This is an optimization exercise on Yosys and OpenROAD, whose aim is small area and few clock cycles per item, not a production implementation.
In this exercise RTL edits were held to simulation tests only and were not proved equivalent to the original.
Power is estimated from default activity; no workload was simulated. No driver is modelled on the clock port, so clocking that relies on it looks cheaper here than on a real chip.

==> flow/design.v <==
package tlp_pkg;
  localparam int HDR_W = 128;
  localparam int FMT_TYPE_MSB = 127;
  localparam int FMT_TYPE_LSB = 120;
  localparam int LEN_MSB      = 105;
  localparam int LEN_LSB      = 96;
  localparam int REQ_ID_LSB   = 80;   
  localparam int TAG_LSB      = 72;   
  localparam int LAST_BE_LSB  = 68;   
  localparam int FIRST_BE_LSB = 64;   
  localparam int ADDR_LSB     = 32;   
  localparam int CPL_BCNT_LSB   = 64;   
  localparam int CPL_REQ_ID_LSB = 48;
  localparam int CPL_TAG_LSB    = 40;
  localparam int CPL_LADDR_LSB  = 32;   
  localparam logic [7:0] FT_MWR32 = 8'h40;
  localparam logic [7:0] FT_MRD32 = 8'h00;
  localparam logic [7:0] FT_CPLD  = 8'h4A;
  typedef enum logic [1:0] {
    CDT_POSTED    = 2'b00,
    CDT_NONPOSTED = 2'b01,
    CDT_CPL       = 2'b11
  } cdt_class_e;
endpackage
package pio_pkg;
  localparam int HDR_W = 128;
  localparam int TX_DATA_W = 256;
  typedef struct packed {
    logic [15:0] req_id;
    logic [7:0]  tag;
    logic [7:0]  reg_idx;
    logic [6:0]  lower_addr;
  } rd_req_t;
  localparam int RD_REQ_W = 16 + 8 + 8 + 7;   
  typedef struct packed {
    logic [HDR_W-1:0]          hdr;
    logic [TX_DATA_W-1:0]      data;
  } tx_beat_t;
  localparam int TX_BEAT_W = HDR_W + TX_DATA_W;   
endpackage
`timescale 1ns/1ps
module rx_decoder (
  input  logic                      clk,
  input  logic                      srstn,
  input  logic                      accept_i,
  input  logic                      rx_st_sop_i,
  input  logic                      rx_st_eop_i,
  input  logic [tlp_pkg::HDR_W-1:0] rx_st_header_i,
  input  logic [2:0]                rx_st_bar_i,
  output logic                      wr_o,
  output logic                      rd_o,
  output logic [7:0]                wr_be_o,
  output logic [15:0]               rx_drop_cnt_o
);
  logic       ok;
  logic [7:0] fmt_type;
  logic       is_mwr;
  logic       is_mrd;
  assign fmt_type = rx_st_header_i[tlp_pkg::FMT_TYPE_MSB:tlp_pkg::FMT_TYPE_LSB];
  assign ok       = rx_st_sop_i & rx_st_eop_i & (rx_st_bar_i == 3'd0);
  assign is_mwr   = ok & (fmt_type == tlp_pkg::FT_MWR32);
  assign is_mrd   = ok & (fmt_type == tlp_pkg::FT_MRD32);
  assign wr_o     = accept_i & is_mwr;
  assign rd_o     = accept_i & is_mrd;
  assign wr_be_o[3:0] = rx_st_header_i[tlp_pkg::FIRST_BE_LSB +: 4];
  assign wr_be_o[7:4] = (rx_st_header_i[tlp_pkg::LEN_MSB:tlp_pkg::LEN_LSB] == 10'd2) ?
                        rx_st_header_i[tlp_pkg::LAST_BE_LSB +: 4] : 4'h0;
  always_ff @(posedge clk) begin
    if (!srstn) begin
      rx_drop_cnt_o <= '0;
    end else if (accept_i && !is_mwr && !is_mrd) begin
      rx_drop_cnt_o <= rx_drop_cnt_o + 1'b1;
    end
  end
endmodule
`timescale 1ns/1ps
module bar_regfile #(
  parameter int REG_NUM = 16
) (
  input  logic        clk,
  input  logic        srstn,
  input  logic        wr_en_i,
  input  logic [7:0]  wr_idx_i,
  input  logic [63:0] wr_data_i,
  input  logic [7:0]  wr_be_i,
  input  logic [7:0]  rd_idx_i,
  output logic [63:0] rd_data_o
);
  localparam int IDX_W = (REG_NUM > 1) ? $clog2(REG_NUM) : 1;
  localparam logic [8:0] IDX_END = 9'(REG_NUM);
  logic [63:0]        regs [REG_NUM];
  logic [REG_NUM-1:0] written;
  logic [REG_NUM-1:0] wr_sel;
  logic [63:0]        wr_lane;
  logic               rd_hit;
  assign rd_hit = ({1'b0, rd_idx_i} < IDX_END);
  always_comb begin
    for (int i = 0; i < REG_NUM; i++) begin
      wr_sel[i] = wr_en_i && ({1'b0, wr_idx_i} < IDX_END) && (wr_idx_i[IDX_W-1:0] == IDX_W'(i));
    end
    for (int b = 0; b < 8; b++) begin
      wr_lane[8*b +: 8] = wr_be_i[b] ? wr_data_i[8*b +: 8] : 8'h00;
    end
  end
  always_comb begin
    rd_data_o = 64'h0;
    for (int i = 0; i < REG_NUM; i++) begin
      if (rd_hit && written[i] && (rd_idx_i[IDX_W-1:0] == IDX_W'(i))) rd_data_o = regs[i];
    end
  end
  always_ff @(posedge clk) begin
    if (!srstn) begin
      written <= '0;
    end else begin
      written <= written | wr_sel;
    end
  end
  always_ff @(posedge clk) begin
    for (int i = 0; i < REG_NUM; i++) begin
      for (int b = 0; b < 8; b++) begin
        if (wr_sel[i] && (wr_be_i[b] || !written[i])) begin   
          regs[i][8*b +: 8] <= wr_lane[8*b +: 8];
        end
      end
    end
  end
endmodule
`timescale 1ns/1ps
module cpl_builder (
  input  logic                          clk,
  input  logic                          srstn,
  input  logic                          rd_i,          
  input  logic [tlp_pkg::HDR_W-1:0]     rx_header_i,
  output logic                          rx_ready_o,
  output logic [7:0]                    rd_idx_o,
  input  logic [63:0]                   rd_data_i,
  output logic                          tx_valid_o,
  output logic [tlp_pkg::HDR_W-1:0]     tx_header_o,
  output logic [pio_pkg::TX_DATA_W-1:0] tx_data_o,
  input  logic                          tx_ready_i,
  output logic                          xfer_o
);
  localparam int RQ_W = 16 + 8 + 1 + 7;
  logic [RQ_W-1:0] in_rq;
  logic [RQ_W-1:0] skid_rq;
  logic [RQ_W-1:0] nxt_rq;
  logic            skid_v;
  logic [15:0]     out_req_id;
  logic [7:0]      out_tag;
  logic [6:0]      out_laddr;
  logic [63:0]     out_data;
  logic            out_free;
  assign in_rq = {rx_header_i[tlp_pkg::REQ_ID_LSB +: 16],
                  rx_header_i[tlp_pkg::TAG_LSB +: 8],
                  (rx_header_i[tlp_pkg::ADDR_LSB + 7 +: 4] != 4'h0),
                  rx_header_i[tlp_pkg::ADDR_LSB +: 7]};
  assign rx_ready_o = ~skid_v | tx_ready_i;
  assign xfer_o     = tx_valid_o & tx_ready_i;
  assign out_free   = ~tx_valid_o | tx_ready_i;
  assign nxt_rq     = skid_v ? skid_rq : in_rq;
  assign rd_idx_o   = {3'b000, nxt_rq[7:3]};   
  always_ff @(posedge clk) begin
    if (!srstn) begin
      tx_valid_o <= 1'b0;
      skid_v     <= 1'b0;
    end else begin
      if (out_free) tx_valid_o <= skid_v | rd_i;
      if (rx_ready_o) skid_v <= rd_i & (skid_v | ~out_free);
    end
  end
  always_ff @(posedge clk) begin
    if (rx_ready_o) skid_rq <= in_rq;
    if (out_free) begin
      out_req_id <= nxt_rq[31:16];
      out_tag    <= nxt_rq[15:8];
      out_laddr  <= nxt_rq[6:0];
      out_data   <= rd_data_i;
    end
  end
  always_comb begin
    tx_header_o = '0;
    tx_header_o[tlp_pkg::FMT_TYPE_MSB:tlp_pkg::FMT_TYPE_LSB] = tlp_pkg::FT_CPLD;
    tx_header_o[tlp_pkg::LEN_MSB:tlp_pkg::LEN_LSB]           = 10'd2;   
    tx_header_o[tlp_pkg::CPL_BCNT_LSB +: 12]                 = 12'd8;
    tx_header_o[tlp_pkg::CPL_REQ_ID_LSB +: 16]               = out_req_id;
    tx_header_o[tlp_pkg::CPL_TAG_LSB +: 8]                   = out_tag;
    tx_header_o[tlp_pkg::CPL_LADDR_LSB +: 7]                 = out_laddr;
  end
  assign tx_data_o = {{(pio_pkg::TX_DATA_W-64){1'b0}}, out_data};   
endmodule
`timescale 1ns/1ps
module tx_port #(
  parameter int TIMEOUT_CYCLES = 512
) (
  input  logic                clk,
  input  logic                srstn,
  input  logic                xfer_i,
  input  logic                tx_st_ready_i,
  output logic                tx_cdt_valid_o,
  output logic [9:0]          tx_cdt_len_o,
  output tlp_pkg::cdt_class_e tx_cdt_type_o,
  output logic                tx_rdy_timeout_o
);
  localparam int CNT_W = $clog2(TIMEOUT_CYCLES + 1);
  localparam logic [CNT_W-1:0] LIMIT = CNT_W'(TIMEOUT_CYCLES);
  logic [CNT_W-1:0] rdy_timer;
  assign tx_cdt_len_o  = 10'd2;
  assign tx_cdt_type_o = tlp_pkg::CDT_CPL;
  always_ff @(posedge clk) begin
    if (!srstn) begin
      tx_cdt_valid_o   <= 1'b0;
      rdy_timer        <= '0;
      tx_rdy_timeout_o <= 1'b0;
    end else begin
      tx_cdt_valid_o <= xfer_i;
      if (tx_st_ready_i) begin
        rdy_timer <= '0;
      end else if (rdy_timer != LIMIT) begin
        rdy_timer <= rdy_timer + 1'b1;   
      end
      if (rdy_timer == LIMIT) begin
        tx_rdy_timeout_o <= 1'b1;   
      end
    end
  end
endmodule
`timescale 1ns/1ps
module pio_top #(
  parameter int DATA_W         = 256,
  parameter int REG_NUM        = 16,
  parameter int REQ_DEPTH      = 4,
  parameter int TIMEOUT_CYCLES = 512
) (
  input  logic                      clk,
  input  logic                      srstn,
  input  logic                      rx_st_valid_i,
  input  logic                      rx_st_sop_i,
  input  logic                      rx_st_eop_i,
  input  logic [tlp_pkg::HDR_W-1:0] rx_st_header_i,
  input  logic [DATA_W-1:0]         rx_st_data_i,
  input  logic [2:0]                rx_st_bar_i,
  output logic                      rx_st_ready_o,
  output logic                      tx_st_valid_o,
  output logic                      tx_st_sop_o,
  output logic                      tx_st_eop_o,
  output logic [tlp_pkg::HDR_W-1:0] tx_st_header_o,
  output logic [DATA_W-1:0]         tx_st_data_o,
  input  logic                      tx_st_ready_i,
  output logic                      tx_cdt_valid_o,
  output logic [9:0]                tx_cdt_len_o,
  output tlp_pkg::cdt_class_e       tx_cdt_type_o,
  output logic                      tx_rdy_timeout_o,
  output logic [15:0]               rx_drop_cnt_o
);
  logic                          accept;
  logic                          wr;
  logic                          rd;
  logic [7:0]                    wr_be;
  logic [7:0]                    rd_idx;
  logic [63:0]                   rd_data;
  logic                          xfer;
  logic [pio_pkg::TX_DATA_W-1:0] tx_data;
  assign accept = rx_st_valid_i & rx_st_ready_o;
  rx_decoder rx_dec_i (
    .clk, .srstn,
    .accept_i (accept), .rx_st_sop_i, .rx_st_eop_i, .rx_st_header_i, .rx_st_bar_i,
    .wr_o (wr), .rd_o (rd), .wr_be_o (wr_be), .rx_drop_cnt_o
  );
  bar_regfile #(.REG_NUM(REG_NUM)) bar0_i (
    .clk, .srstn,
    .wr_en_i (wr), .wr_idx_i (rx_st_header_i[tlp_pkg::ADDR_LSB + 3 +: 8]),
    .wr_data_i (rx_st_data_i[63:0]), .wr_be_i (wr_be),
    .rd_idx_i (rd_idx), .rd_data_o (rd_data)
  );
  cpl_builder cpl_i (
    .clk, .srstn,
    .rd_i (rd), .rx_header_i (rx_st_header_i), .rx_ready_o (rx_st_ready_o),
    .rd_idx_o (rd_idx), .rd_data_i (rd_data),
    .tx_valid_o (tx_st_valid_o), .tx_header_o (tx_st_header_o), .tx_data_o (tx_data),
    .tx_ready_i (tx_st_ready_i), .xfer_o (xfer)
  );
  assign tx_st_data_o = {{(DATA_W-pio_pkg::TX_DATA_W){1'b0}}, tx_data};
  assign tx_st_sop_o  = tx_st_valid_o;   
  assign tx_st_eop_o  = tx_st_valid_o;
  tx_port #(.TIMEOUT_CYCLES(TIMEOUT_CYCLES)) tx_i (
    .clk, .srstn,
    .xfer_i (xfer), .tx_st_ready_i,
    .tx_cdt_valid_o, .tx_cdt_len_o, .tx_cdt_type_o, .tx_rdy_timeout_o
  );
endmodule
==> flow/run.sh <==
#!/bin/bash
# synth_recipe.tcl (not shown) runs the flow's synth.tcl, then flattens the netlist and writes it again
# the make line also repeats each setting of config.mk as NAME=value (left out here)
make -C /OpenROAD-flow-scripts/flow DESIGN_CONFIG=/design/flow/config.mk WORK_HOME=/design/flow/orfs CLKGATE_MAP_FILE= SYNTH_SCRIPT=/design/flow/synth_recipe.tcl finish
==> flow/config.mk <==
export PLATFORM = sky130hd
export DESIGN_NAME = pio_top
export DESIGN_NICKNAME = pio_top
export VERILOG_FILES = /design/flow/design.v
export SDC_FILE = /design/flow/constraint.sdc
export NUM_CORES = 4
export LEC_CHECK = 0
export CAP_MARGIN = 20
export CORE_MARGIN = 2
export CORE_UTILIZATION = 80
export CTS_CLUSTER_DIAMETER = 100
export CTS_CLUSTER_SIZE = 25
export PLACE_DENSITY = 0.9
export SLEW_MARGIN = 20
==> flow/constraint.sdc <==
create_clock -name core_clock -period 5.0 [get_ports {clk}]
set_input_delay 1.0000 -clock core_clock [delete_from_list [all_inputs] [get_ports {clk}]]
set_output_delay 1.0000 -clock core_clock [all_outputs]
set_load 0.01 [all_outputs]
==> summary.md, run 1 <==
| Metric | Value |
|---|---|
| Setup WS pre-CTS | `0.208 ns` |
| Clk pwr share | `0.305` |
| Slew Limit Headroom | `0.202` |
| Clock Path Buffers | `3` |
| # rows | `89` |
| RSZ-0062 raised after global routing | `false` |
| CTS Hold Bufs | `0` |
| TritonRoute pass-1 iters | `13` |
| Number of synthesized flops with an enable pin | `1151` |
| GRT Residual Overflow | `0` |
| Sw frac | `0.200` |
| Vias in the first global route | `about 32k` |
| Drt total wl | `153000 um` |
| GR Util All Layers | `0.498` |
| Endpoints failing hold | `0` |
| Synth Flop Type | `edfxtp_1` |
| Status | `timing/DRC/antenna clean` |
| Initial antenna violation count | `18` |
| # resized after CTS | `0` |
| Worst slew pin tran | `roughly 1.2 ns` |
| Share of layout cells above drive strength 1 | `0.0984` |
| Initial Util | `0.809` |
| Post-CTS Setup Bufs | `0` |
| Reg clk slew, reported paths | `0.10 ns` |
| Mapped Cells | `about 3.2k` |
| Post-synthesis register bit count | `between 1k and 1.5k` |
| Max-cap violations | `0` |
| Mapped Avg Cell Area | `15.0 sq um` |
| Sequential Area | `roughly 35000 sq um` |
| CP Capture Type | `register` |
| Final instance area | `between 50000 and 60000 sq um` |
| FMAX | `0.221 GHz` |
| Non-filler cells in the finished layout | `between 4k and 5k` |
| First-pass GRT wire length | `213000 um` |
| Avg Vias per Cell | `roughly 7.6` |
| Critical path launch point | `rx_st_header_i[40]` |
| Cells on worst reg2reg path | `8` |
| DR DRC count | `0` |
| Detail Route Antenna Nets | `0` |
| Synth unique cells | `65` |
| Slack of the critical path | `0.467 ns` |
| 1st-iter DRT viols | `6970` |
| Multi-input logic area | `between 10000 and 15000 sq um` |
| Worst path bufs/invs | `3` |
| Worst hold slack | `~0.52 ns` |
| Post-DP HPWL | `~97000 um` |
| Chip Height | `between 200 and 250 um` |
| Area Growth Syn to Fin | `10.3%` |
| Wire length per cell | `35.4 um` |
| Crit path max-delay family | `simple AND/OR/NAND/NOR gates` |
| Critical Path, Cell by Cell | `clkdlybuf4s50_1 -> nor4_4 -> inv_2 -> o32ai_4 -> and3_1 -> buf_4 -> a221oi_1 -> or3_1 -> a31oi_1 -> a2111oi_0 -> o21ai_1` |
| Commonest non-fill, non-tap cell in the layout | `edfxtp_1` |
| Sw power | `approximately 3.3 mW` |
| Largest net degree at the start of global routing | `66` |
| Req. time, crit path | `5.52 ns` |
| Mapped Area | `47600 sq um` |
| Die W | `~250 um` |
| Final setup vio count | `0` |
| RR Endpoint | `cpl_i.out_data[23]` |
| Crit-path max cell delay | `around 0.62 ns` |
| PwrDens | `approximately 310 nW/um^2` |
| CP max FO | `19` |
| Worst IR Drop VDD | `~0.34 mV` |
| CP arrival | `5.06 ns` |
| R2r startpoint | `cpl_i.skid_v` |
| # IOs | `about 810` |
| TritonCTS buffer count | `53` |
| Critical Path Slowest Stage Cell | `and3_1` |
| Commonest non-fill, non-tap cells in the layout | `1151 x edfxtp_1, 301 x conb_1, 268 x a21oi_1` |
| Min cycle time layout | `4.53 ns` |
| Final core utilization | `0.892` |
| Synth warn | `5` |
| Setup TNS | `0 ns` |
| Comb pwr share | `0.028` |
| Startpoint Class | `input port` |
| Placed Area | `between 50000 and 60000 sq um` |
| H-tree levels | `2` |
| CP endpoint | `cpl_i.out_data[49]` |
| Routability cong. | `about 0.97` |
| Die ar. | `61500 sq um` |
| Int Pwr | `13.1 mW` |
| Post-synth ARST share | `0` |
| Fill cells | `between 2k and 2.5k` |
| Core Footprint | `~60000 sq um` |
| LEAKAGE | `about 17 nW` |
| Seq pwr share | `0.668` |
| Fin. max-slew vios | `0` |
| Clock latency (worst-skew pair) | `0.69 ns` |
| CTS tree | `done` |
| Seq/Total Area, Yosys | `0.745` |
| Worst hold path type | `register to register` |
| Stages on the worst setup path | `11` |
| Fin nets | `just under 4k` |
| Kind of critical path | `input port to register` |
| Final total power | `16.4 mW` |
| CTS Sinks | `1197` |
| Tcrit/Tclk final | `0.907` |
| Clk root buf | `clkbuf_16` |
| FF-to-FF setup slack | `approximately 0.74 ns` |
| Fin Clk Skew | `between 0.03 and 0.04 ns` |
| Port Buf Inserts | `250` |
| Via Count | `about 33k` |
| Placed Instances | `between 4k and 5k` |
[tightest hold or removal path: cells and delay by family (launching register included)]
kind | cells | cell delay, ns
AND/OR/NAND/NOR | 2 | 0.15
flip-flops | 1 | 0.34
[layer usage]
layer | part of all wire | GRT usage | vias to the layer above | wire [um]
met3 | 0.21 | 0.235 | 965 | 31900
met4 | 0.080 | 0.292 | 14 | 12100
met1 | 0.28 | 0.624 | 15300 | 43000
li1 | - | - | 12500 | -
met5 | 0.00055 | 0.00715 | - | 84
met2 | 0.43 | 0.717 | 4147 | 65600
[flip-flops by register name (all words and copies together), names as in the netlist, 7 cells and up]
name / count
bar0_i.regs: 1024
cpl_i.out_data: 64
cpl_i.skid_rq: 32
bar0_i.written: 16
cpl_i.out_req_id: 16
rx_dec_i.rx_drop_cnt_o: 16
tx_i.rdy_timer: 10
cpl_i.out_tag: 8
cpl_i.out_laddr: 7
[final cells by class]
cell class / instances / area share
clock buffers: 75 / 0.0276
inverters: 30 / 0.00214
diodes: 10 / 0.000476
well taps: 773 / 0.0184
flip-flops and latches: 1197 / 0.676
repair buffers: 475 / 0.0822
clock inverters: 2 / 0.000262
multi-input cells: 1756 / 0.193
[worst min path at each step]
stage                               start               endpoint  slack (ns)  cells past startpoint
global route          bar0_i.regs[15][29]     cpl_i.out_data[29]        0.56                      2
CTS                 tx_i.tx_rdy_timeout_o  tx_i.tx_rdy_timeout_o        0.51                      2
detailed placement  tx_i.tx_rdy_timeout_o  tx_i.tx_rdy_timeout_o        0.49                      2
floorplan               bar0_i.written[8]      bar0_i.written[8]        0.45                      2
finish              tx_i.tx_rdy_timeout_o  tx_i.tx_rdy_timeout_o        0.52                      2
global placement    tx_i.tx_rdy_timeout_o  tx_i.tx_rdy_timeout_o        0.46                      2
[cell families (layout without fill, tap and decap cells)]
logic type	Yosys count	in the layout	synth area share
other cells	2	311	0.000158
flops	1197	1197	0.745
mux	31	31	0.00751
buf+inv	524	582	0.0673
simple gates	532	532	0.0566
xor+xnor	19	19	0.00349
compound gates	870	870	0.119
fa+ha+maj	3	3	0.000788
[synthesized netlist by cell type (17+ instances only)]
master | n | area [sq um]
a2111oi_0 | 17 | 149
a21oi_1 | 268 | 1340
a221oi_1 | 54 | 473
a222oi_1 | 32 | 320
a22o_1 | 25 | 219
a22oi_1 | 81 | 608
a2bb2oi_1 | 23 | 201
a31oi_1 | 55 | 344
and2_1 | 35 | 219
and3_1 | 45 | 282
buf_1 | 18 | 67.6
buf_2 | 33 | 165
buf_4 | 318 | 2390
clkbuf_1 | 123 | 462
dfxtp_1 | 46 | 921
edfxtp_1 | 1151 | 34600
inv_1 | 28 | 105
mux2_2 | 28 | 315
nand2_1 | 94 | 353
nand3_1 | 62 | 310
nor2_1 | 125 | 469
nor3_1 | 56 | 280
o21ai_0 | 68 | 340
o22ai_1 | 188 | 1180
or3_1 | 52 | 325
[power by group through the flow]
stage	sequential, mW	combinational [mW]	clock, mW
floorplan	11.2	0.360	0
global placement	11.2	0.404	0
detailed placement	11.2	0.420	0
CTS	10.9	0.424	4.84
global route	10.9	0.479	5.15
finish	10.9	0.451	4.99
Testbench counts, summed over its fixed seeds: cycles 32,380, beats 32,000.
==> run 2, diff against run 1 <==
--- a/flow/config.mk
+++ b/flow/config.mk
@@ -7,8 +7,8 @@
 export LEC_CHECK = 0
 export CAP_MARGIN = 20
 export CORE_MARGIN = 2
-export CORE_UTILIZATION = 80
+export CORE_UTILIZATION = 65
 export CTS_CLUSTER_DIAMETER = 100
 export CTS_CLUSTER_SIZE = 25
-export PLACE_DENSITY = 0.9
+export PLACE_DENSITY = 0.75
 export SLEW_MARGIN = 20
==> run 2 against run 1 <==
Effect of this change: hold slack got worse by 0.022 ns; maximum frequency rose by 5.8%; largest power group unchanged; global-route usage fell by 12 points.
==> summary.md, run 2 <==
| Metric | Value |
|---|---|
| Vias in the first global route | `28.7k` |
| Min cycle time layout | `4.29 ns` |
| GR Util All Layers | `0.374` |
| TritonCTS buffer count | `53` |
| Synth area leader | `edfxtp_1` |
| Final instance area | `about 53000 sq um` |
| Post-synthesis register bit count | `between 1k and 1.5k` |
| Tcrit/Tclk final | `0.857` |
| Number of synthesized flops with an enable pin | `between 1k and 1.5k` |
| RSZ-0062 raised after global routing | `false` |
| Avg Vias per Cell | `6.79` |
| Largest net degree at the start of global routing | `65` |
| Ranking of synthesized cells by area | `edfxtp_1 73%, buf_4 5.0%, a21oi_1 2.8%, o22ai_1 2.5%, dfxtp_1 1.9%` |
| CTS Hold Bufs | `0` |
| Final total power | `16.4 mW` |
| Critical Path, Cell by Cell | `clkdlybuf4s50_1 -> nand3b_1 -> a21oi_1 -> nand3_2 -> buf_12 -> nor2_1 -> nor3_1 -> o221a_2 -> a221oi_1 -> a21oi_1` |
| Clk root buf | `clkbuf_16` |
| Synth top cells by count | `1151 x edfxtp_1, 318 x buf_4, 268 x a21oi_1` |
| Top layer in use | `met5` |
| CTS Sinks | `between 1k and 1.5k` |
| Worst slew pin tran | `1.05 ns` |
| Seq/Total Area, Yosys | `0.745` |
| Critical Path Slowest Stage Cell | `clkdlybuf4s50_1` |
| Wire length per cell | `around 31 um` |
| Largest register FFs | `1024` |
| Chip Height | `275 um` |
| Fin nets | `between 3k and 4k` |
| Initial antenna violation count | `7` |
| Initial Util | `0.655` |
| Worst hold path type | `register to register` |
| Routability cong. | `about 0.94` |
| WL met1 | `just under 50000 um` |
| Status | `timing/DRC/antenna clean` |
| Clock Path Buffers | `3` |
| Drt total wl | `~140000 um` |
| Die W | `between 200 and 300 um` |
| Worst Min Path Start | `tx_i.tx_rdy_timeout_o` |
| FMAX | `roughly 0.23 GHz` |
| Commonest non-fill, non-tap cell in the layout | `edfxtp_1` |
| Stages on the worst setup path | `10` |
| Post-synth ARST share | `0` |
| H-tree levels | `2` |
| Area Growth Syn to Fin | `11.4%` |
| Commonest non-fill, non-tap cells in the layout | `1151 x edfxtp_1, 301 x conb_1, 268 x a21oi_1` |
| CTS tree | `done` |
| Die ar. | `75500 sq um` |
| LEAKAGE | `~17 nW` |
| TritonRoute pass-1 iters | `7` |
| R2r startpoint | `bar0_i.written[11]` |
| Detail Route Antenna Nets | `0` |
| CP Capture Type | `register` |
| Most numerous cell in the Yosys netlist | `edfxtp_1` |
| Fin. max-slew vios | `0` |
| Synth Flop Type | `edfxtp_1` |
| Post-CTS Setup Bufs | `0` |
| 1st-iter DRT viols | `around 5.2k` |
| Synth unique cells | `65` |
| Critical path launch point | `rx_st_header_i[35]` |
| Mapped Area | `around 48000 sq um` |
| PwrDens | `slightly above 300 nW/um^2` |
| Req. time, crit path | `approximately 5.4 ns` |
| Worst path bufs/invs | `2` |
| DR DRC count | `0` |
| Share of layout cells above drive strength 1 | `0.103` |
| Mapped Cells | `approximately 3.2k` |
| GRT Residual Overflow | `0` |
| Met2 wire len | `64100 um` |
| Via Count | `30.8k` |
| Startpoint Class | `input port` |
| Max-cap violations | `0` |
| Slew Limit Headroom | `0.296` |
| CP arrival | `4.66 ns` |
| Clock latency (worst-skew pair) | `around 0.68 ns` |
| Core Footprint | `72700 sq um` |
| CP max FO | `26` |
| First-pass GRT wire length | `around 200000 um` |
| Most frequent CP cell | `a21oi_1` |
| Worst hold slack | `0.497 ns` |
| Placed Area | `just over 50000 sq um` |
| Crit path max-delay family | `compound AO/OA/AOI/OAI gates` |
| Port Buf Inserts | `250` |
| Post-DP HPWL | `~94000 um` |
| Reg clk slew, reported paths | `0.10 ns` |
| Fin Clk Skew | `around 0.036 ns` |
| Crit-path max cell delay | `0.80 ns` |
| Largest regs | `bar0_i.regs (1024), cpl_i.out_data (64), cpl_i.skid_rq (32)` |
| Met3 WL post-DR | `~21000 um` |
| Cells on worst reg2reg path | `9` |
| Worst IR Drop VDD | `about 0.27 mV` |
| Synth warn | `5` |
| Post-synth top area share | `0.726` |
| WHS Path Cells | `2` |
| Final setup vio count | `0` |
| Endpoints failing hold | `0` |
| Mapped Avg Cell Area | `about 15 sq um` |
| Top reg by flops | `bar0_i.regs` |
| # IOs | `between 800 and 900` |
| Setup TNS | `0 ns` |
| Kind of critical path | `input port to register` |
| # resized after CTS | `0` |
| # rows | `between 90 and 100` |
==> run 2: kinds of logic (layout without fill, tap and decap cells) <==
group,after synthesis,count (layout),share of synthesized area
flops,1197,1197,0.745
compound gates,870,870,0.119
simple gates,532,532,0.0566
buf+inv,524,627,0.0673
mux,31,31,0.00751
xor+xnor,19,19,0.00349
fa+ha+maj,3,3,0.000788
other cells,2,304,0.000158
==> run 2: through the flow <==
step,worst slack (ns),util,std cells
finish,0.715,0.729,4542
floorplan,1.16,-,3477
detailed placement,0.225,0.708,4439
CTS,0.985,0.729,4539
global placement,0.250,0.708,4438
global route,0.634,0.729,4540
==> run 2: final timing paths <==
check	to	slack [ns]
setup / recovery	cpl_i.out_data[1]	0.71
hold / removal	tx_i.tx_rdy_timeout_o	0.50
setup reg to reg	cpl_i.out_data[1]	0.85
hold reg to reg	tx_i.tx_rdy_timeout_o	0.50
==> run 2: area by class of cell <==
cell class / instances / area, sq um
multi-input cells: 1756 / 10100
well taps: 959 / 1200
clock inverters: 3 / 41.3
diodes: 3 / 7.51
repair buffers: 497 / 4530
flip-flops and latches: 1197 / 35500
clock buffers: 97 / 1510
inverters: 30 / 113
fillers: 4473 / 19700
==> run 2: metal layers <==
layer  vias to the layer above  track usage
met5                         -            0
met4                         2        0.182
met3                       404        0.101
met2                      2671        0.561
met1                     15200        0.514
li1                      12600            -
==> run 2: worst register-to-register path: stages, from the launching register on <==
cell,delay (ns)
dfxtp_1,1.02
inv_1,0.16
a21oi_1,0.57
nand3_2,0.51
buf_12,0.38
nor2_1,0.13
nor3_1,0.09
o221a_2,0.19
a221oi_1,0.59
a21oi_1,0.21
==> run 2: where the power goes <==
| group | total [mW] | internal, mW | leakage [nW] | switching (mW) |
|---|---|---|---|---|
| Clock | 5.03 | 2.08 | 0.737 | 2.95 |
| Combinational | 0.444 | 0.145 | 6.08 | 0.299 |
| Sequential | 10.9 | 10.9 | 10.0 | 0.0164 |
==> run 3, diff against run 2 <==
--- a/flow/design.v
+++ b/flow/design.v
@@ -102,11 +102,19 @@
       wr_lane[8*b +: 8] = wr_be_i[b] ? wr_data_i[8*b +: 8] : 8'h00;
     end
   end
+  logic [REG_NUM-1:0] rd_sel;
+  logic [63:0]        rd_grp_n [6];
   always_comb begin
-    rd_data_o = 64'h0;
     for (int i = 0; i < REG_NUM; i++) begin
-      if (rd_hit && written[i] && (rd_idx_i[IDX_W-1:0] == IDX_W'(i))) rd_data_o = regs[i];
-    end
+      rd_sel[i] = rd_hit && written[i] && (rd_idx_i[IDX_W-1:0] == IDX_W'(i));
+    end
+    for (int g = 0; g < 6; g++) begin
+      rd_grp_n[g] = ~64'h0;
+      for (int j = 0; j < 3; j++) begin
+        if (3*g+j < REG_NUM) rd_grp_n[g] = rd_grp_n[g] & ~(regs[3*g+j] & {64{rd_sel[3*g+j]}});
+      end
+    end
+    rd_data_o = ~(rd_grp_n[0] & rd_grp_n[1] & rd_grp_n[2] & rd_grp_n[3] & rd_grp_n[4] & rd_grp_n[5]);
   end
   always_ff @(posedge clk) begin
     if (!srstn) begin
==> flow/flow/run.sh (new file) <==
#!/bin/bash
# The standard layout (the standard.sh, standard synthesis unchanged) with these changes:
#  - ports are buffered with buf_2 instead of the clkdlybuf4s50_1 delay cell;
#  - a tie cell drives up to 8 constant outputs instead of one (flow/ties.tcl);
#  - the buffers abc inserted are removed at floorplan (placement is not timing driven);
#  - clock tree synthesis inserts no dummy loads.
set -euo pipefail
here=$(pwd)
export BUFFER_PORTS_ARGS="-buffer_cell sky130_fd_sc_hd__buf_2"
export SKIP_REPAIR_TIE_FANOUT=1
export POST_FLOORPLAN_TCL="$here/flow/ties.tcl"
export REMOVE_ABC_BUFFERS=1
export CTS_ARGS="-sink_clustering_enable -repair_clock_nets -sink_clustering_size 25 -sink_clustering_max_diameter 100 -dont_use_dummy_load"
bash standard.sh > standard_make.log 2>&1
==> flow/flow/ties.tcl (new file) <==
# Tie cells for the constant outputs: one tie cell drives a group of at most MAXFO loads
# instead of one tie cell per load (run after floorplan, with SKIP_REPAIR_TIE_FANOUT=1).
set maxfo 8
set block [ord::get_db_block]
set master [[ord::get_db] findMaster sky130_fd_sc_hd__conb_1]
set ties {}
foreach inst [$block getInsts] {
  if {[[$inst getMaster] getName] eq "sky130_fd_sc_hd__conb_1"} { lappend ties $inst }
}
set n 0
foreach inst $ties {
  foreach it [$inst getITerms] {
    if {![$it isOutputSignal]} continue
    set net [$it getNet]
    if {$net eq "NULL"} continue
    set port [[$it getMTerm] getName]
    set loads {}
    foreach b [$net getBTerms] { lappend loads [list b $b] }
    foreach j [$net getITerms] { if {$j ne $it} { lappend loads [list i $j] } }
    set k 0
    foreach ld [lrange $loads $maxfo end] {
      if {$k % $maxfo == 0} {
        incr n
        set ni [odb::dbInst_create $block $master "tie_grp_$n"]
        set nn [odb::dbNet_create $block "tie_grp_net_$n"]
        [$ni findITerm $port] connect $nn
      }
      incr k
      lassign $ld kind term
      $term disconnect
      $term connect $nn
    }
  }
}
puts "ties.tcl: added $n tie cells"
==> flow/standard.sh (new file) <==
#!/bin/bash
# synth_recipe.tcl (not shown) runs the flow's synth.tcl, then flattens the netlist and writes it again
# the make line also repeats each setting of config.mk as NAME=value (left out here)
make -C /OpenROAD-flow-scripts/flow DESIGN_CONFIG=/design/flow/config.mk WORK_HOME=/design/flow/orfs CLKGATE_MAP_FILE= SYNTH_SCRIPT=/design/flow/synth_recipe.tcl "${@:-finish}"
--- a/flow/config.mk
+++ b/flow/config.mk
@@ -7,8 +7,9 @@
 export LEC_CHECK = 0
 export CAP_MARGIN = 20
 export CORE_MARGIN = 2
-export CORE_UTILIZATION = 65
+export CORE_UTILIZATION = 70
 export CTS_CLUSTER_DIAMETER = 100
 export CTS_CLUSTER_SIZE = 25
-export PLACE_DENSITY = 0.75
+export GPL_TIMING_DRIVEN = 0
+export PLACE_DENSITY = 0.8
 export SLEW_MARGIN = 20
removed: flow/run.sh
==> run 3 against run 2 <==
Effect of this change: the layout now fails its checks (setup timing); combinational power shrank 13%; sequential share of layout area grew 6.6 points; via count shrank 12%; sequential power is essentially flat; synthesized cell count shrank 12%; largest power group unchanged; highest routed layer unchanged.
==> summary.md, run 3 <==
| Metric | Value |
|---|---|
| Status | `complete, but fails checks` |
| Fail Reasons | `setup timing` |
| Startpoint Class | `input port` |
| Post-synth top area share | `0.740` |
| Largest register FFs | `approximately 1.0k` |
| First-pass GRT wire length | `between 150000 and 200000 um` |
| Clk root buf | `clkbuf_16` |
| # IOs | `811` |
| # resized after CTS | `0` |
| Largest net degree at the start of global routing | `55` |
| Synth unique cells | `66` |
| Mapped Area | `roughly 47000 sq um` |
| Commonest non-fill, non-tap cell in the layout | `edfxtp_1` |
| Kind of critical path | `input port to register` |
| Routability cong. | `around 0.9` |
| Worst hold path type | `register to register` |
| 1st-iter DRT viols | `4786` |
| Detail Route Antenna Nets | `0` |
| Port Buf Inserts | `250` |
| # rows | `94` |
| CP Capture Type | `register` |
| Fin. max-slew vios | `0` |
| Endpoints failing hold | `0` |
| Tcrit/Tclk final | `1.01` |
| Via Count | `roughly 27k` |
| Slack of the critical path | `-0.0385 ns` |
| Placed Area | `~47000 sq um` |
| Die W | `~260 um` |
| CTS tree | `done` |
| PwrDens | `between 300 and 400 nW/um^2` |
| Fin nets | `roughly 3.1k` |
| RSZ-0062 raised after global routing | `true` |
| Final setup vio count | `8` |
| FMAX | `0.198 GHz` |
| Core Footprint | `roughly 66000 sq um` |
| Top reg by flops | `bar0_i.regs` |
| CP arrival | `about 5.3 ns` |
| Initial Util | `0.709` |
| Clock Path Buffers | `3` |
| H-tree levels | `2` |
| TritonCTS buffer count | `54` |
| Synth Flop Type | `edfxtp_1` |
| LEAKAGE | `15.5 nW` |
| Slew Limit Headroom | `0.172` |
| Post-synth ARST share | `0` |
| Number of synthesized flops with an enable pin | `between 1k and 1.5k` |
| Most numerous cell in the Yosys netlist | `edfxtp_1` |
| CP max FO | `17` |
| Final total power | `roughly 16 mW` |
| Synth top cells by count | `1151 x edfxtp_1, 334 x buf_4, 266 x a22oi_1` |
| GRT Residual Overflow | `0` |
| Seq/Total Area, Yosys | `0.760` |
| Final instance area | `about 48000 sq um` |
| Synth warn | `6` |
| CTS Sinks | `between 1k and 1.5k` |
| Initial antenna violation count | `10` |
| Reg clk slew, reported paths | `approximately 0.090 ns` |
| Post-CTS Setup Bufs | `0` |
| Ranking of synthesized cells by area | `edfxtp_1 74%, buf_4 5.4%, a22oi_1 4.3%, dfxtp_1 2.0%, a22o_1 1.8%` |
| Vias in the first global route | `about 26k` |
| Worst IR Drop VDD | `0.329 mV` |
| Mapped Avg Cell Area | `16.7 sq um` |
| Fin Clk Skew | `roughly 0.046 ns` |
| Die ar. | `68800 sq um` |
| Chip Height | `roughly 260 um` |
| Largest regs | `bar0_i.regs (1024), cpl_i.out_data (64), cpl_i.skid_rq (32)` |
| GR Util All Layers | `0.386` |
| Min cycle time layout | `a little over 5 ns` |
| Area Growth Syn to Fin | `3.36%` |
| Worst slew pin tran | `approximately 1.2 ns` |
| DR DRC count | `0` |
| Post-DP HPWL | `roughly 83000 um` |
| Post-synthesis register bit count | `approximately 1.2k` |
| Req. time, crit path | `between 5 and 6 ns` |
| Mapped Cells | `between 2k and 3k` |
| Drt total wl | `~140000 um` |
| FF-to-FF setup slack | `0.01 ns` |
| Synth area leader | `edfxtp_1` |
| Wire length per cell | `around 38 um` |
| Max-cap violations | `0` |
| Avg Vias per Cell | `between 7 and 8` |
| Commonest non-fill, non-tap cells in the layout | `1151 x edfxtp_1, 266 x a22oi_1, 251 x buf_2` |
| TritonRoute pass-1 iters | `9` |
| CTS Hold Bufs | `0` |
| Share of layout cells above drive strength 1 | `0.178` |
| Clock latency (worst-skew pair) | `0.65 ns` |
-- run 3: worst paths after layout --
check	from	to	cells past startpoint
max reg2reg	cpl_i.skid_v	bar0_i.regs[13][45]	5
max	rx_st_header_i[123]	bar0_i.regs[13][45]	6
min reg2reg	tx_i.tx_rdy_timeout_o	tx_i.tx_rdy_timeout_o	2
min	tx_i.tx_rdy_timeout_o	tx_i.tx_rdy_timeout_o	2
-- run 3: cell type report --
type | count | area [sq um]
multi-input combinational | 1149 | 8400
clock buffer | 54 | 1350
tap | 864 | 1080
fill | 3713 | 17600
inverter | 25 | 93.8
antenna | 5 | 12.5
sequential | 1197 | 35500
timing repair buffer | 286 | 1830
-- run 3: per-stage QoR --
step                utilization  hold WS (ns)  worst slack (ns)  setup TNS, ns  std cells
floorplan                     -         0.479             0.733              0       2335
global placement          0.697         0.454             -2.49       -2636.69       3485
detailed placement        0.709         0.504            -0.634        -172.00       3514
CTS                       0.729         0.519            0.0534              0       3568
global route              0.732         0.526           -0.0662          -1.89       3575
finish                    0.733         0.528           -0.0385         -0.234       3580
-- run 3: kinds of logic after synthesis --
logic type,count (synthesis),share of synthesized area
other cells,2,0.000161
flops,1197,0.760
fa+ha+maj,3,0.000804
xor+xnor,21,0.00394
simple gates,390,0.0498
mux,31,0.00750
buf+inv,490,0.0714
compound gates,666,0.106
-- run 3: power by group --
| part | internal, mW | total, mW | switching (mW) | leakage [nW] |
|---|---|---|---|---|
| Clock | 1.93 | 4.81 | 2.89 | 0.665 |
| Combinational | 0.0765 | 0.385 | 0.308 | 4.04 |
| Sequential | 10.9 | 10.9 | 0.0262 | 10.8 |
| Total | 12.9 | 16.1 | 3.22 | 15.5 |
-- run 3: metal layers --
layer  up-vias  global-route usage  routed length (um)
met5         -              0.0118                 228
met4        16               0.204                8880
met3       578               0.143               22000
met2      2710               0.567               59400
met1     13300               0.509               44600
li1      10700                   -                   -
-- run 3: worst max-delay path, cell delays in order --
cell and delay [ns]:
buf_2 0.10, nor4_1 0.75, nand3_1 0.44, nor2_1 0.83, nand3_1 0.93, a21oi_1 1.25
Testbench counts of run 3, summed over its fixed seeds: cycles 32,380, beats 32,000.
==> run 4, diff against run 3 <==
--- a/flow/flow/run.sh
+++ b/flow/flow/run.sh
@@ -1,7 +1,7 @@
 #!/bin/bash
 # The standard layout (the standard.sh, standard synthesis unchanged) with these changes:
 #  - ports are buffered with buf_2 instead of the clkdlybuf4s50_1 delay cell;
-#  - a tie cell drives up to 8 constant outputs instead of one (flow/ties.tcl);
+#  - a tie cell drives up to 4 constant outputs instead of one (flow/ties.tcl);
 #  - the buffers abc inserted are removed at floorplan (placement is not timing driven);
 #  - clock tree synthesis inserts no dummy loads.
 set -euo pipefail
--- a/flow/flow/ties.tcl
+++ b/flow/flow/ties.tcl
@@ -1,6 +1,6 @@
 # Tie cells for the constant outputs: one tie cell drives a group of at most MAXFO loads
 # instead of one tie cell per load (run after floorplan, with SKIP_REPAIR_TIE_FANOUT=1).
-set maxfo 8
+set maxfo 4
 set block [ord::get_db_block]
 set master [[ord::get_db] findMaster sky130_fd_sc_hd__conb_1]
 set ties {}
==> run 4 against run 3 <==
Effect of this change: the layout still fails its checks (setup timing); maximum frequency is 0.56% lower; global-route usage rose by 0.18 points; setup slack worse by 0.029 ns; clock power decreased by 2%; critical path type unchanged.
==> summary.md, run 4 <==
| Metric | Value |
|---|---|
| Status | `complete, but fails checks` |
| Fail Reasons | `setup timing` |
| GRT Residual Overflow | `0` |
| Mapped Area | `approximately 47000 sq um` |
| Chip Height | `262 um` |
| Detail Route Antenna Nets | `0` |
| RSZ-0062 raised after global routing | `true` |
| Fin nets | `3147` |
| Number of synthesized flops with an enable pin | `roughly 1.2k` |
| Synth area leader | `edfxtp_1` |
| TritonRoute pass-1 iters | `9` |
| Initial Util | `0.709` |
| PwrDens | `around 330 nW/um^2` |
| Wire length per cell | `37.5 um` |
| Avg Vias per Cell | `around 7.6` |
| Fin Clk Skew | `between 0.04 and 0.05 ns` |
| Mapped Avg Cell Area | `around 17 sq um` |
| Clk root buf | `clkbuf_16` |
| GR Util All Layers | `0.388` |
| Clock latency (worst-skew pair) | `0.67 ns` |
| Most numerous cell in the Yosys netlist | `edfxtp_1` |
| Final instance area | `48400 sq um` |
| CP arrival | `5.33 ns` |
| Mapped Cells | `between 2k and 3k` |
| Fill cells | `3767` |
| Post-synth top area share | `0.740` |
| # IOs | `between 800 and 900` |
| Max-cap violations | `0` |
| Post-DP HPWL | `84100 um` |
| Min cycle time layout | `between 5 and 6 ns` |
| Final setup vio count | `32` |
| Die W | `262 um` |
| Core Footprint | `65900 sq um` |
| Largest net degree at the start of global routing | `55` |
| Startpoint Class | `input port` |
| Share of layout cells above drive strength 1 | `0.175` |
| Endpoints failing hold | `0` |
| LEAKAGE | `between 15 and 20 nW` |
| Reg clk slew, reported paths | `0.09 ns` |
| Worst hold path type | `register to register` |
| Tcrit/Tclk final | `1.01` |
| Commonest non-fill, non-tap cells in the layout | `1151 x edfxtp_1, 266 x a22oi_1, 251 x buf_2` |
| Die ar. | `approximately 70000 sq um` |
| Vias in the first global route | `around 26k` |
| Largest regs | `bar0_i.regs (1024), cpl_i.out_data (64), cpl_i.skid_rq (32)` |
| Clock Path Buffers | `3` |
| Setup WS pre-CTS | `-0.375 ns` |
| Largest register FFs | `between 1k and 1.5k` |
| Final core utilization | `0.735` |
| TritonCTS buffer count | `53` |
| CTS Sinks | `approximately 1.2k` |
| Fin. max-slew vios | `0` |
| Via Count | `27.3k` |
| Post-synthesis register bit count | `approximately 1.2k` |
| H-tree levels | `2` |
| Top reg by flops | `bar0_i.regs` |
| Synth warn | `6` |
| CTS Hold Bufs | `0` |
| Crit-path max cell delay | `between 1 and 1.5 ns` |
| Most frequent CP cell | `nand3_1` |
| Slew Limit Headroom | `0.132` |
| CTS tree | `done` |
| Critical Path Slowest Stage Cell | `a21oi_1` |
| Seq/Total Area, Yosys | `0.760` |
| Kind of critical path | `input port to register` |
| Commonest non-fill, non-tap cell in the layout | `edfxtp_1` |
| Port Buf Inserts | `between 200 and 300` |
| Drt total wl | `roughly 140000 um` |
| CP max FO | `17` |
| CP Capture Type | `register` |
| Post-synth ARST share | `0` |
| Post-CTS Setup Bufs | `0` |
| 1st-iter DRT viols | `4655` |
| DR DRC count | `0` |
| Synth unique cells | `66` |
| Initial antenna violation count | `15` |
| First-pass GRT wire length | `about 190000 um` |
| Ranking of synthesized cells by area | `edfxtp_1 74%, buf_4 5.4%, a22oi_1 4.3%, dfxtp_1 2.0%, a22o_1 1.8%` |
| Area Growth Syn to Fin | `3.71%` |
| FMAX | `approximately 0.2 GHz` |
| Worst slew pin tran | `roughly 1.3 ns` |
| Slack of the critical path | `-0.0671 ns` |
| Synth top cells by count | `1151 x edfxtp_1, 334 x buf_4, 266 x a22oi_1` |
| Placed Area | `~47000 sq um` |
| Routability cong. | `0.932` |
| Worst IR Drop VDD | `between 0.3 and 0.4 mV` |
| Req. time, crit path | `5.26 ns` |
| Final total power | `16.1 mW` |
| # rows | `94` |
| Synth Flop Type | `edfxtp_1` |
| Critical Path, Cell by Cell | `buf_2 -> nor4_1 -> nand3_1 -> nor2_1 -> nand3_1 -> a21oi_1` |
## run 4: changes by cell type in the layout (fill, tap and decap cells not counted), sizes merged
cell / before / now
clkbuf: 58 / 54
conb: 38 / 76
diode: 5 / 7
buf: 282 / 286
## run 4: routing by layer
metal,vias up,global-route usage,part of all wire
li1,10700,-,-
met1,13300,0.521,0.33
met2,2814,0.556,0.43
met3,554,0.143,0.17
met4,19,0.214,0.067
met5,-,0.0215,0.0021
## run 4: area by class of cell
| class | instances | area, sq um | area share |
|---|---|---|---|
| Tap cell | 864 | 1080 | 0.0223 |
| Multi-Input combinational cell | 1187 | 8530 | 0.176 |
| Antenna cell | 7 | 17.5 | 0.000362 |
| Clock buffer | 53 | 1330 | 0.0274 |
| Inverter | 25 | 93.8 | 0.00194 |
| Timing Repair Buffer | 287 | 1890 | 0.0390 |
| Sequential cell | 1197 | 35500 | 0.733 |
## run 4: what timing repair did
item / 4_1_cts / 5_1_grt
gates resized for setup: 0 / 2
hold endpoints to repair: 0 / 0
setup endpoints to repair: 0 / 8
## run 4: report_power, final
part	internal, mW	switching (mW)
Sequential	10.9	0.0229
Clock	1.90	2.83
Combinational	0.0765	0.334
Total	12.9	3.19
## run 4: cell families (layout without fill, tap and decap cells)
logic type	count (synthesis)	count (layout)	synth area share
AOI/OAI and AO/OA	666	666	0.106
xor gates and xnor gates	21	21	0.00394
adders and majority gates	3	3	0.000804
buffers and inverters	490	365	0.0714
DFF	1197	1197	0.760
muxes	31	31	0.00750
other	2	83	0.000161
and+or+nand+nor	390	390	0.0498
## run 4: per-stage QoR
| step | instances | hold WS [ns] | TNS, ns |
|---|---|---|---|
| 5_1_grt | 3616 | 0.527 | -0.000430 |
| 3_5_place_dp | 3552 | 0.471 | -86.43 |
| 6_report | 3620 | 0.500 | -1.04 |
| 2_1_floorplan | 2335 | 0.479 | 0 |
| 3_3_place_gp | 3523 | 0.458 | -2986.93 |
| 4_1_cts | 3605 | 0.502 | 0 |
## run 4: worst paths after layout
check / from / depth (start not counted) / slack, ns / endpoint
hold / removal: tx_i.tx_rdy_timeout_o / 2 / 0.50 / tx_i.tx_rdy_timeout_o
setup / recovery: rx_st_header_i[123] / 6 / -0.07 / bar0_i.regs[7][46]
hold reg to reg: tx_i.tx_rdy_timeout_o / 2 / 0.50 / tx_i.tx_rdy_timeout_o
setup reg to reg: cpl_i.skid_v / 5 / 0.13 / bar0_i.regs[7][46]
## run 4: critical path: cells and delay by family
family | cells | cell delay, ns
and+or+nand+nor | 4 | 2.96
buffers and inverters | 1 | 0.09
AOI/OAI and AO/OA | 1 | 1.27
==> run 5, diff against run 4 <==
--- a/flow/flow/run.sh
+++ b/flow/flow/run.sh
@@ -1,8 +1,8 @@
 #!/bin/bash
 # The standard layout (the standard.sh, standard synthesis unchanged) with these changes:
 #  - ports are buffered with buf_2 instead of the clkdlybuf4s50_1 delay cell;
-#  - a tie cell drives up to 4 constant outputs instead of one (flow/ties.tcl);
-#  - the buffers abc inserted are removed at floorplan (placement is not timing driven);
+#  - a tie cell drives up to 8 constant outputs instead of one (flow/ties.tcl);
+#  - the buffers abc inserted are removed at floorplan;
 #  - clock tree synthesis inserts no dummy loads.
 set -euo pipefail
 here=$(pwd)
--- a/flow/flow/ties.tcl
+++ b/flow/flow/ties.tcl
@@ -1,6 +1,6 @@
 # Tie cells for the constant outputs: one tie cell drives a group of at most MAXFO loads
 # instead of one tie cell per load (run after floorplan, with SKIP_REPAIR_TIE_FANOUT=1).
-set maxfo 4
+set maxfo 8
 set block [ord::get_db_block]
 set master [[ord::get_db] findMaster sky130_fd_sc_hd__conb_1]
 set ties {}
--- a/flow/config.mk
+++ b/flow/config.mk
@@ -10,6 +10,5 @@
 export CORE_UTILIZATION = 70
 export CTS_CLUSTER_DIAMETER = 100
 export CTS_CLUSTER_SIZE = 25
-export GPL_TIMING_DRIVEN = 0
 export PLACE_DENSITY = 0.8
 export SLEW_MARGIN = 20
==> run 5 against run 4 <==
Effect of this change: the run now finishes clean; synthesized cell count unchanged; first-iteration DRC count fell by 3.2%; maximum frequency up 35%; critical endpoint is now cpl_i.out_data[6].
==> summary.md, run 5 <==
| Metric | Value |
|---|---|
| Post-synth ARST share | `0` |
| WHS Path Cells | `2` |
| Seq pwr share | `0.682` |
| Post-synthesis register bit count | `1197` |
| Clock Path Buffers | `3` |
| Commonest non-fill, non-tap cell in the layout | `edfxtp_1` |
| Min cycle time layout | `3.75 ns` |
| Max-cap violations | `0` |
| GRT Residual Overflow | `0` |
| Ranking of synthesized cells by area | `edfxtp_1 74%, buf_4 5.4%, a22oi_1 4.3%, dfxtp_1 2.0%, a22o_1 1.8%` |
| LEAKAGE | `16.3 nW` |
| RSZ-0062 raised after global routing | `false` |
| Final total power | `about 16 mW` |
| Area Growth Syn to Fin | `4.69%` |
| Synth area leader | `edfxtp_1` |
| Fin Clk Skew | `approximately 0.044 ns` |
| Synth Flop Type | `edfxtp_1` |
| First-pass GRT wire length | `190000 um` |
| Die ar. | `about 69000 sq um` |
| Comb pwr share | `0.024` |
| Largest regs | `bar0_i.regs (1024), cpl_i.out_data (64), cpl_i.skid_rq (32)` |
| Synth warn | `6` |
| CTS tree | `done` |
| Chip Height | `262 um` |
| Drt total wl | `roughly 140000 um` |
| Clk pwr share | `0.294` |
| Detail Route Antenna Nets | `0` |
| Die W | `approximately 260 um` |
| Synth unique cells | `66` |
| PwrDens | `328 nW/um^2` |
| # resized after CTS | `0` |
| FMAX | `0.267 GHz` |
| R2r startpoint | `cpl_i.skid_v` |
| Synth top cells by count | `1151 x edfxtp_1, 334 x buf_4, 266 x a22oi_1` |
| Share of layout cells above drive strength 1 | `0.195` |
| Worst hold path type | `register to register` |
| Most numerous cell in the Yosys netlist | `edfxtp_1` |
| Commonest non-fill, non-tap cells in the layout | `1151 x edfxtp_1, 266 x a22oi_1, 250 x buf_2` |
| CTS Hold Bufs | `0` |
| Fin nets | `~3.3k` |
| Fill cells | `between 3k and 4k` |
| CTS Sinks | `approximately 1.2k` |
| Tcrit/Tclk final | `0.749` |
| Endpoints failing hold | `0` |
| Int Pwr | `12.9 mW` |
| Top reg by flops | `bar0_i.regs` |
| Worst slew pin tran | `between 1 and 1.5 ns` |
| Avg Vias per Cell | `roughly 7.5` |
| TritonRoute pass-1 iters | `6` |
| Wire length per cell | `36.5 um` |
| # IOs | `811` |
| Sw frac | `0.197` |
| CP max FO | `34` |
| Core Footprint | `65900 sq um` |
| Initial antenna violation count | `12` |
| Sequential Area | `35500 sq um` |
| Sw power | `approximately 3.2 mW` |
| Port Buf Inserts | `250` |
| Routability cong. | `0.921` |
| Mapped Cells | `2800` |
| Worst IR Drop VDD | `around 0.27 mV` |
| # rows | `94` |
| Seq/Total Area, Yosys | `0.760` |
| Via Count | `between 20k and 30k` |
| Clk root buf | `clkbuf_16` |
| Setup TNS | `0 ns` |
| Reg clk slew, reported paths | `about 0.10 ns` |
| Largest net degree at the start of global routing | `83` |
| H-tree levels | `2` |
| Mapped Avg Cell Area | `between 15 and 20 sq um` |
| CP Capture Type | `register` |
| CP arrival | `4.12 ns` |
| Post-CTS Setup Bufs | `0` |
| Initial Util | `0.709` |
| Cells on worst reg2reg path | `7` |
| RR Endpoint | `cpl_i.out_data[6]` |
| Req. time, crit path | `about 5.4 ns` |
| Mapped Area | `46700 sq um` |
| Status | `timing/DRC/antenna clean` |
| Fin. max-slew vios | `0` |
| Post-synth top area share | `0.740` |
| Post-DP HPWL | `86300 um` |
| Startpoint Class | `register` |
| FF-to-FF setup slack | `about 1.3 ns` |
| Number of synthesized flops with an enable pin | `around 1.2k` |
| Multi-input logic area | `approximately 8000 sq um` |
| DR DRC count | `0` |
| Final setup vio count | `0` |
| Slew Limit Headroom | `0.318` |
| Vias in the first global route | `27.3k` |
| Worst Min Path Start | `rx_dec_i.rx_drop_cnt_o[15]` |
| Clock latency (worst-skew pair) | `about 0.67 ns` |
| Kind of critical path | `register to register` |
| 1st-iter DRT viols | `4505` |
| Largest register FFs | `just over 1k` |
| Hold worst-path end | `rx_dec_i.rx_drop_cnt_o[15]` |
| TritonCTS buffer count | `53` |
| GR Util All Layers | `0.391` |
-- run 5: area by class of cell --
| type | instances | share of cell area |
|---|---|---|
| sequential | 1197 | 0.726 |
| multi-input combinational | 1149 | 0.165 |
| timing repair buffer | 439 | 0.0580 |
| clock buffer | 53 | 0.0271 |
| tap | 864 | 0.0221 |
| inverter | 25 | 0.00192 |
| antenna | 6 | 0.000307 |
-- run 5: cell families (layout without fill, tap and decap cells) --
group / Yosys count / count (layout) / share of synthesized area
flip-flops: 1197 / 1197 / 0.760
adder cells (fa/ha/maj): 3 / 3 / 0.000804
AO/OA/AOI/OAI: 666 / 666 / 0.106
buffers and inverters: 490 / 517 / 0.0714
multiplexers: 31 / 31 / 0.00750
other: 2 / 44 / 0.000161
XOR/XNOR: 21 / 21 / 0.00394
AND/OR/NAND/NOR: 390 / 390 / 0.0498
-- run 5: worst max path at each step --
| stage | from | endpoint | slack [ns] |
|---|---|---|---|
| final | cpl_i.skid_v | cpl_i.out_data[6] | 1.25 |
| after global routing | cpl_i.skid_v | cpl_i.out_data[6] | 1.27 |
| after CTS | cpl_i.skid_v | cpl_i.out_data[25] | 1.42 |
| after detailed placement | rx_st_header_i[37] | cpl_i.out_data[46] | 0.85 |
| after global placement | rx_st_header_i[40] | cpl_i.out_data[2] | 0.92 |
| after floorplan | rx_st_header_i[40] | cpl_i.out_data[55] | 0.73 |
-- run 5: routing by layer --
metal	share of wire	vias up	track usage
met5	0.0013	-	0.0111
met4	0.079	12	0.247
met3	0.16	579	0.136
met2	0.44	2727	0.566
met1	0.32	13600	0.509
li1	-	11000	-
-- run 5: critical path: stages, from the launching register on --
cell and delay, ns:
dfxtp_2 0.50, buf_4 0.56, nand2b_1 0.24, o32ai_2 0.17
buf_4 0.29, and4_2 0.94, a22oi_1 0.23, nand4b_1 0.52
-- run 5: stage by stage --
step | area, sq um | util | instances | worst slack [ns] | hold slack [ns]
2_1_floorplan | 43400 | - | 2335 | 0.733 | 0.479
3_3_place_gp | 47500 | 0.722 | 3674 | 0.918 | 0.489
3_5_place_dp | 47500 | 0.722 | 3674 | 0.849 | 0.507
4_1_cts | 48900 | 0.742 | 3727 | 1.42 | 0.518
5_1_grt | 48900 | 0.742 | 3727 | 1.27 | 0.533
6_report | 48900 | 0.742 | 3733 | 1.25 | 0.532
-- run 5: power groups by stage --
| stage | Clock, mW | Combinational, mW | Sequential, mW |
|---|---|---|---|
| after floorplan | 0 | 0.178 | 11.2 |
| after global placement | 0 | 0.328 | 11.2 |
| after detailed placement | 0 | 0.339 | 11.2 |
| after CTS | 4.69 | 0.341 | 10.9 |
| after global routing | 4.98 | 0.394 | 10.9 |
| final | 4.72 | 0.380 | 10.9 |
==> run 6, diff against run 5 <==
==> flow/flow/run.sh (replaced) <==
#!/bin/bash
# The standard layout (the standard.sh, standard synthesis unchanged) with these changes:
#  - ports are buffered with buf_1 instead of the clkdlybuf4s50_1 delay cell;
#  - a tie cell drives up to 4 constant outputs instead of one (flow/ties.tcl);
#  - the buffers abc inserted are removed at floorplan;
#  - clock tree synthesis inserts no dummy loads.
set -euo pipefail
here=$(pwd)
export BUFFER_PORTS_ARGS="-buffer_cell sky130_fd_sc_hd__buf_1"
export SKIP_REPAIR_TIE_FANOUT=1
export POST_FLOORPLAN_TCL="$here/flow/ties.tcl"
export REMOVE_ABC_BUFFERS=1
export CTS_ARGS="-sink_clustering_enable -repair_clock_nets -sink_clustering_size 30 -sink_clustering_max_diameter 90 -dont_use_dummy_load"
bash standard.sh > standard_make.log 2>&1
--- a/flow/flow/ties.tcl
+++ b/flow/flow/ties.tcl
@@ -1,6 +1,6 @@
 # Tie cells for the constant outputs: one tie cell drives a group of at most MAXFO loads
 # instead of one tie cell per load (run after floorplan, with SKIP_REPAIR_TIE_FANOUT=1).
-set maxfo 8
+set maxfo 4
 set block [ord::get_db_block]
 set master [[ord::get_db] findMaster sky130_fd_sc_hd__conb_1]
 set ties {}
--- a/flow/config.mk
+++ b/flow/config.mk
@@ -7,8 +7,8 @@
 export LEC_CHECK = 0
 export CAP_MARGIN = 20
 export CORE_MARGIN = 2
-export CORE_UTILIZATION = 70
-export CTS_CLUSTER_DIAMETER = 100
-export CTS_CLUSTER_SIZE = 25
-export PLACE_DENSITY = 0.8
+export CORE_UTILIZATION = 75
+export CTS_CLUSTER_DIAMETER = 90
+export CTS_CLUSTER_SIZE = 30
+export PLACE_DENSITY = 0.85
 export SLEW_MARGIN = 20
==> run 6 against run 5 <==
Effect of this change: critical path depth unchanged; routed wire length increased by 3.4%; clock skew increased by 0.013 ns; register-to-register slack got worse by 0.22 ns; non-clock buffer count increased by 3; largest power group unchanged.
==> summary.md, run 6 <==
| Metric | Value |
|---|---|
| Detail Route Antenna Nets | `0` |
| Multi-input logic area | `about 8200 sq um` |
| Post-synthesis register bit count | `1197` |
| Endpoints failing hold | `0` |
| Met3 WL post-DR | `approximately 27000 um` |
| Sequential Area | `about 35000 sq um` |
| Chip Height | `about 250 um` |
| Drt total wl | `between 100000 and 150000 um` |
| Crit path max-delay family | `simple AND/OR/NAND/NOR gates` |
| Largest register FFs | `1024` |
| Synth top cells by count | `1151 x edfxtp_1, 334 x buf_4, 266 x a22oi_1` |
| Largest regs | `bar0_i.regs (1024), cpl_i.out_data (64), cpl_i.skid_rq (32)` |
| Crit-path max cell delay | `0.84 ns` |
| Routability cong. | `0.986` |
| Top layer in use | `met5` |
| Die W | `roughly 250 um` |
| Area Growth Syn to Fin | `3.96%` |
| Clock latency (worst-skew pair) | `around 0.66 ns` |
| Fin. max-slew vios | `0` |
| Synth Flop Type | `edfxtp_1` |
| FMAX | `~0.25 GHz` |
| DR DRC count | `0` |
| Worst path bufs/invs | `1` |
| Met2 wire len | `59900 um` |
| Critical Path Slowest Stage Cell | `dfxtp_2` |
| Reg clk slew, reported paths | `0.11 ns` |
| Worst IR Drop VDD | `between 0.4 and 0.5 mV` |
| Mapped Area | `between 40000 and 50000 sq um` |
| Slew Limit Headroom | `0.290` |
| GRT Residual Overflow | `0` |
| Number of synthesized flops with an enable pin | `roughly 1.2k` |
| Die ar. | `roughly 64000 sq um` |
| # IOs | `about 810` |
| Clk root buf | `clkbuf_16` |
| Mapped Avg Cell Area | `~17 sq um` |
| Critical Path, Cell by Cell | `or3b_2 -> a21oi_4 -> and3_2 -> buf_4 -> a22oi_1 -> and4_1 -> nand4_1` |
| Kind of critical path | `register to register` |
| GR Util All Layers | `0.441` |
| TritonRoute pass-1 iters | `8` |
| CP Capture Type | `register` |
| Port Buf Inserts | `250` |
| PwrDens | `about 320 nW/um^2` |
| Largest net degree at the start of global routing | `between 70 and 80` |
| H-tree levels | `2` |
| Req. time, crit path | `roughly 5.5 ns` |
| Fin nets | `around 3.3k` |
| Avg Vias per Cell | `7.67` |
| Post-synth ARST share | `0` |
| Synth warn | `6` |
| Initial antenna violation count | `14` |
| Commonest non-fill, non-tap cell in the layout | `edfxtp_1` |
| Mapped Cells | `2800` |
| Fill cells | `~3k` |
| Commonest non-fill, non-tap cells in the layout | `1151 x edfxtp_1, 266 x a22oi_1, 250 x buf_1` |
| Min cycle time layout | `between 3 and 4 ns` |
| Top reg by flops | `bar0_i.regs` |
| Max-cap violations | `0` |
| Via Count | `approximately 29k` |
| 1st-iter DRT viols | `5295` |
| CTS tree | `done` |
| # resized after CTS | `0` |
| CP arrival | `4.47 ns` |
| Worst hold slack | `around 0.5 ns` |
| Setup TNS | `0 ns` |
| Post-synth top area share | `0.740` |
| Ranking of synthesized cells by area | `edfxtp_1 74%, buf_4 5.4%, a22oi_1 4.3%, dfxtp_1 2.0%, a22o_1 1.8%` |
| Vias in the first global route | `roughly 28k` |
| Seq/Total Area, Yosys | `0.760` |
| TritonCTS buffer count | `between 40 and 50` |
| Core Footprint | `roughly 62000 sq um` |
| CTS Hold Bufs | `0` |
| Post-DP HPWL | `88800 um` |
| Final setup vio count | `0` |
| Synth area leader | `edfxtp_1` |
| Share of layout cells above drive strength 1 | `0.105` |
| CP max FO | `28` |
| Initial Util | `0.758` |
| Clock Path Buffers | `3` |
| First-pass GRT wire length | `between 150000 and 200000 um` |
| CTS Sinks | `roughly 1.2k` |
| Startpoint Class | `register` |
| Synth unique cells | `66` |
| Worst hold path type | `register to register` |
| Tcrit/Tclk final | `0.793` |
| Post-CTS Setup Bufs | `0` |
| # rows | `91` |
| Most numerous cell in the Yosys netlist | `edfxtp_1` |
| Status | `timing/DRC/antenna clean` |
| WL met1 | `approximately 43000 um` |
| RSZ-0062 raised after global routing | `false` |
| Wire length per cell | `roughly 38 um` |
| LEAKAGE | `~16 nW` |
| Fin Clk Skew | `~0.057 ns` |
| Worst slew pin tran | `~1.1 ns` |
-- run 6: cell counts after synthesis --
No cell type changed its count.
-- run 6: cells by family after synthesis --
logic type,Yosys count,share of synthesized area
flip-flops,1197,0.760
XOR/XNOR,21,0.00394
adder cells (fa/ha/maj),3,0.000804
AO/OA/AOI/OAI,666,0.106
other,2,0.000161
AND/OR/NAND/NOR,390,0.0498
multiplexers,31,0.00750
buffers and inverters,490,0.0714
-- run 6: final cells by class --
cell class	instances	area share
Tap cell	837	0.0216
Inverter	25	0.00193
Timing Repair Buffer	442	0.0525
Multi-Input combinational cell	1187	0.169
Sequential cell	1197	0.731
Antenna cell	7	0.000361
Clock buffer	46	0.0237
-- run 6: final timing paths --
check / startpoint / end / slack (ns) / cells after the start
max: cpl_i.skid_v / cpl_i.out_data[9] / 1.03 / 7
min: tx_i.tx_rdy_timeout_o / tx_i.tx_rdy_timeout_o / 0.51 / 2
max reg2reg: cpl_i.skid_v / cpl_i.out_data[9] / 1.03 / 7
min reg2reg: tx_i.tx_rdy_timeout_o / tx_i.tx_rdy_timeout_o / 0.51 / 2
-- run 6: per-layer routing --
metal / track usage / vias to the layer above
met5: 0.0432 / -
met4: 0.275 / 14
met3: 0.194 / 787
met2: 0.624 / 3274
met1: 0.560 / 13600
li1: - / 11000
-- run 6: power by group --
part	total (mW)	switching [mW]	leakage, nW	internal, mW
clock network	4.46	2.80	0.567	1.66
logic	0.367	0.308	4.15	0.0584
registers	10.9	0.0297	10.8	10.9
total	15.8	3.14	15.5	12.6
-- run 6: stage by stage --
stage	std cells	power, mW	util	setup slack [ns]	area, sq um
global placement	3687	11.5	0.769	0.757	47300
CTS	3733	15.6	0.787	1.29	48500
detailed placement	3687	11.5	0.769	0.719	47300
floorplan	2335	11.3	-	0.733	43400
finish	3741	15.8	0.788	1.03	48500
global route	3737	16.0	0.788	1.08	48500
-- run 6: tightest hold or removal path, cell delays in order (launching register included) --
cell     delay, ns
dfxtp_1       0.33
nor2_1        0.10
nor2_1        0.04

[what the ideal ports hide]
How much do the figures lean on ideal ports? The routed layouts below were timed once more, with nothing changed but the port constraints.
Step 1: set_driving_cell puts a clkbuf_16 on clk and a buf_2 on each other input, an assumption about the parent block.
Step 2, shift: input delay + t, output delay - t, t = (earliest + latest rising clock arrival at the registers) / 2. This alone moves slack from input paths to output paths.
a / b / c = ideal ports / drivers / drivers and shift; a / b = the first two.
| run | t (ns) | setup WS [ns] | worst setup path after step 2 | clock arrival spread, ns |
|---|---|---|---|---|
| run 1 | 0.742 | 0.467 / 0.511 / -0.231 | input to register | 0.039 / 0.039 |
| run 2 | 0.732 | 0.715 / 0.722 / -0.010 | input to register | 0.040 / 0.039 |
| run 3 | 0.705 | -0.039 / 0.007 / -0.698 | input to register | 0.075 / 0.076 |
| run 4 | 0.712 | -0.067 / -0.026 / -0.739 | input to register | 0.043 / 0.043 |
| run 5 | 0.716 | 1.253 / 1.253 / 0.545 | input to register | 0.047 / 0.047 |
| run 6 | 0.702 | 1.033 / 1.033 / 0.418 | input to register | 0.059 / 0.059 |
With both steps, setup timing fails in run 1 and run 2, where it was met with ideal ports. The setup slack of run 2, which loses most, moves by +0.007 ns with the drivers and by -0.725 ns with both steps.
